Context: an optimization exercise on an open-source flow, tuned for small area, a short achievable clock period and few clock cycles per item. The choices shown serve that exercise and are no tape-out recipe. RTL that was checked went through simulation tests only; none was proved equivalent to the original.

lagoon:
==> flow/design.v (excerpt) <==
module hlsm_dp_param (
  input  logic        Clk,
  input  logic        Rst,
  input  logic        Start,
  input  logic [31:0] a,
  input  logic [31:0] b,
  input  logic [31:0] c,
  output logic        Busy,
  output logic        Done,
  output logic [31:0] z,
  output logic [31:0] x,
  output logic        Ovf
);
Size: roughly 2000 cells after synthesis, roughly 170 I/O pins, roughly 23000 sq um of cells after synthesis.
Settings: LEC_CHECK=0, CAP_MARGIN=20, CORE_MARGIN=2, CORE_UTILIZATION=40, CTS_BUF_LIST=sky130_fd_sc_hd__clkbuf_4 sky130_fd_sc_hd__clkbuf_8, SLEW_MARGIN=20, SYNTH_HIERARCHICAL=1, SYNTH_MINIMUM_KEEP_SIZE=0; clock period 12.5 ns.
standard.sh (not shown) runs the stock make flow with config.mk's settings and CLKGATE_MAP_FILE= SYNTH_SCRIPT=/design/flow/synth_recipe.tcl, a recipe that flattens the netlist after the stock synthesis.
==> flow/flow/run.sh <==
#!/bin/bash
# Own layout flow: the standard flow (standard.sh) in three parts.
#  1. standard synthesis, unchanged;
#  2. flow/downsize.tcl: every combinational cell that synthesis mapped to a
#     drive strength above 1 is set to strength 1 (same function and pins); the
#     resizer later upsizes what timing needs;
#  3. the rest of the standard flow, with a tighter internal repair target for
#     setup (SETUP_SLACK_MARGIN; the SDC is unchanged) and buf_2 port buffers.
# Each tool's output goes to a log file of its own here (and ORFS's per-step
# logs under orfs/logs).
set -euo pipefail
MARGIN=${MARGIN:-8.25}
bash standard.sh synth > make_synth.log 2>&1
openroad -no_init -exit flow/downsize.tcl > downsize.log 2>&1
bash standard.sh SETUP_SLACK_MARGIN=$MARGIN \
  "BUFFER_PORTS_ARGS=-buffer_cell sky130_fd_sc_hd__buf_2" finish > make_finish.log 2>&1
==> flow/flow/downsize.tcl <==
# Set combinational cells of drive strength > 1 to strength 1 in 1_synth.odb.
set odb_file orfs/results/sky130hd/hlsm_dp_param/base/1_synth.odb
read_db $odb_file
set db [ord::get_db]
set n 0
foreach inst [[ord::get_db_block] getInsts] {
  set m [$inst getMaster]
  set name [$m getName]
  if {[regexp {^(sky130_fd_sc_hd__)(\w+)_([0-9]+)$} $name -> pre base size]} {
    if {$size <= 1} continue
    if {[regexp {^(df|edf|sdf|dl|clk|buf|inv|conb|tap|fill|decap)} $base]} continue
    set small [$db findMaster ${pre}${base}_1]
    if {$small eq "NULL" || $small eq ""} continue
    # same pin names required
    set p1 [lsort [lmap t [$m getMTerms] {$t getName}]]
    set p2 [lsort [lmap t [$small getMTerms] {$t getName}]]
    if {$p1 ne $p2} continue
    $inst swapMaster $small
    incr n
  }
}
puts "downsized $n cells"
write_db $odb_file
### lagoon -> amber
diff --git a/flow/flow/run.sh b/flow/flow/run.sh
--- a/flow/flow/run.sh
+++ b/flow/flow/run.sh
@@ -11,3 +11,3 @@
 set -euo pipefail
-MARGIN=${MARGIN:-8.25}
+MARGIN=${MARGIN:-7.5}
 bash standard.sh synth > make_synth.log 2>&1
Notes after the runs:
Worst setup path endpoint = x[24]: amber; worst setup path endpoint = x[21]: lagoon
~same share of final layout cell area taken by clock buffers and inverters in amber and lagoon
[compare] base=lagoon new=amber: count of placed standard cells including taps higher; synthesized instance count saw little to no change.
No run of this note included a check of the RTL's function; only the layout flow was run.

========
Another version of the RTL of hlsm_dp_param (not shown whole).
Size: ~2,000 cells after synthesis, ~170 I/O pins.
Settings: LEC_CHECK=0, CAP_MARGIN=20, CORE_MARGIN=2, CORE_UTILIZATION=55, CTS_BUF_LIST=sky130_fd_sc_hd__clkbuf_8 sky130_fd_sc_hd__clkbuf_16, CTS_CLUSTER_DIAMETER=80, CTS_CLUSTER_SIZE=40, SLEW_MARGIN=20, SYNTH_HIERARCHICAL=1, SYNTH_MINIMUM_KEEP_SIZE=0; clock period 12.5 ns.
==> flow/flow/run.sh <==
#!/bin/bash
# Own layout flow: the standard flow (standard.sh) in three parts.
#  1. standard synthesis, unchanged;
#  2. flow/downsize.tcl: every combinational cell that synthesis mapped to a
#     drive strength above 1 is set to strength 1 (same function and pins); the
#     resizer later upsizes what timing needs;
#  3. the rest of the standard flow, with a tighter internal repair target for
#     setup (SETUP_SLACK_MARGIN; the SDC is unchanged) and buf_2 port buffers.
# Each tool's output goes to a log file of its own here (and ORFS's per-step
# logs under orfs/logs).
set -euo pipefail
MARGIN=${MARGIN:-7.5}
bash standard.sh synth > make_synth.log 2>&1
openroad -no_init -exit flow/downsize.tcl > downsize.log 2>&1
bash standard.sh SETUP_SLACK_MARGIN=$MARGIN \
  "BUFFER_PORTS_ARGS=-buffer_cell sky130_fd_sc_hd__buf_2" finish > make_finish.log 2>&1
Scripts as last shown in full above: flow/flow/downsize.tcl
Testbench counts at the start, summed over its fixed seeds: cycles 4,800, items 2,400.
Change:
--- a/flow/config.mk
+++ b/flow/config.mk
@@ -9,6 +9,6 @@
 export CORE_MARGIN = 2
-export CORE_UTILIZATION = 55
+export CORE_UTILIZATION = 70
 export CTS_BUF_LIST = sky130_fd_sc_hd__clkbuf_8 sky130_fd_sc_hd__clkbuf_16
-export CTS_CLUSTER_DIAMETER = 80
-export CTS_CLUSTER_SIZE = 40
+export CTS_CLUSTER_DIAMETER = 60
+export CTS_CLUSTER_SIZE = 30
 export SLEW_MARGIN = 20
Effect:
- The changed run finished with timing, DRC and antenna clean
- via count rises by 4.0%
- final area rises by about 0.6%
- global-route usage rises by 8.0 points
- non-clock buffer count rises by 10
- final cell count falls by about 3%
Change:
--- a/flow/flow/run.sh
+++ b/flow/flow/run.sh
@@ -11,3 +11,3 @@
 set -euo pipefail
-MARGIN=${MARGIN:-7.5}
+MARGIN=${MARGIN:-7.75}
 bash standard.sh synth > make_synth.log 2>&1
--- a/flow/config.mk
+++ b/flow/config.mk
@@ -9,6 +9,6 @@
 export CORE_MARGIN = 2
-export CORE_UTILIZATION = 70
+export CORE_UTILIZATION = 55
 export CTS_BUF_LIST = sky130_fd_sc_hd__clkbuf_8 sky130_fd_sc_hd__clkbuf_16
-export CTS_CLUSTER_DIAMETER = 60
-export CTS_CLUSTER_SIZE = 30
+export CTS_CLUSTER_DIAMETER = 80
+export CTS_CLUSTER_SIZE = 40
 export SLEW_MARGIN = 20
After rerunning: The changed run completed without violations. Clock skew goes up by 0.020 ns. Register-to-register slack is better by 0.20 ns. Setup slack is better by 0.0087 ns. Non-clock buffer count goes up by 42. Wire length goes up by a few percent. Sequential share of layout area goes down by 0.33 points. Hold slack is worse by 0.034 ns.
Change:
--- a/flow/flow/run.sh
+++ b/flow/flow/run.sh
@@ -11,3 +11,3 @@
 set -euo pipefail
-MARGIN=${MARGIN:-7.75}
+MARGIN=${MARGIN:-7.25}
 bash standard.sh synth > make_synth.log 2>&1
=> The changed run finished with timing, DRC and antenna clean. First-iteration DRC count came out lower by roughly a tenth. Critical path depth came out higher by 3. Cell area came out lower by a few percent. Worst hold slack improves by 0.0070 ns. Utilization came out lower by 2.8 points. Routed wire length came out lower by a few percent.
Change:
--- a/flow/flow/run.sh
+++ b/flow/flow/run.sh
@@ -11,3 +11,3 @@
 set -euo pipefail
-MARGIN=${MARGIN:-7.25}
+MARGIN=${MARGIN:-7.5}
 bash standard.sh synth > make_synth.log 2>&1
--- a/flow/config.mk
+++ b/flow/config.mk
@@ -11,4 +11,4 @@
 export CTS_BUF_LIST = sky130_fd_sc_hd__clkbuf_8 sky130_fd_sc_hd__clkbuf_16
-export CTS_CLUSTER_DIAMETER = 80
-export CTS_CLUSTER_SIZE = 40
+export CTS_CLUSTER_DIAMETER = 60
+export CTS_CLUSTER_SIZE = 30
 export SLEW_MARGIN = 20
Outcome: The new run went through all stages and came out clean; via count climbs by 1.2%; cell area rises by 1.9%; clock skew shrinks by 0.026 ns; non-clock buffer count is higher by 2; die area is unchanged; wire length increases by 2.9%; utilization rose by 1.1 points; synthesized cell count does not change.
Change:
--- a/flow/config.mk
+++ b/flow/config.mk
@@ -10,5 +10,4 @@
 export CORE_UTILIZATION = 55
-export CTS_BUF_LIST = sky130_fd_sc_hd__clkbuf_8 sky130_fd_sc_hd__clkbuf_16
-export CTS_CLUSTER_DIAMETER = 60
-export CTS_CLUSTER_SIZE = 30
+export CTS_BUF_LIST = sky130_fd_sc_hd__clkbuf_4 sky130_fd_sc_hd__clkbuf_8
+export PLACE_DENSITY = 0.75
 export SLEW_MARGIN = 20
Cell area climbs slightly.
Via count went up slightly.
Routed wire length fell by a few percent.
Setup slack got worse by 0.061 ns.
Fmax came out lower slightly.

what the ideal ports hide:
Ports are ideal in the flow. The routed layouts listed here were re-timed in OpenROAD.
Step 1: set_driving_cell puts a clkbuf_16 on Clk and a buf_2 on each other input, an assumption about the parent block.
Step 2, shift: input delay + t, output delay - t, t = (earliest + latest rising clock arrival at the registers) / 2. This alone moves slack from input paths to output paths.
a / b / c = no drivers / after step 1 / after step 2; a / b = the first two.
run | t (ns) | setup WS [ns] | clock arrival spread, ns | pins driven straight from the clock port
lagoon | 0.678 | 7.425 / 7.373 / 7.186 | 0.036 / 0.035 | 1
amber | 0.680 | 7.478 / 7.428 / 6.953 | 0.038 / 0.038 | 1
the first run of note 2 | 0.599 | 7.555 / 7.496 / 7.149 | 0.044 / 0.043 | 1
the second run of note 2 | 0.595 | 7.538 / 7.482 / 7.152 | 0.024 / 0.024 | 1
the third run of note 2 | 0.607 | 7.547 / 7.488 / 7.178 | 0.044 / 0.044 | 1
the fourth run of note 2 | 0.599 | 7.377 / 7.323 / 7.000 | 0.066 / 0.067 | 1
the fifth run of note 2 | 0.619 | 7.518 / 7.461 / 7.105 | 0.047 / 0.046 | 1
the sixth run of note 2 | 0.665 | 7.458 / 7.406 / 7.082 | 0.055 / 0.055 | 1
After both steps setup and hold are still met in every run listed. For amber, which loses most, drivers alone change the setup slack by -0.050 ns; drivers and shift together by -0.525 ns.
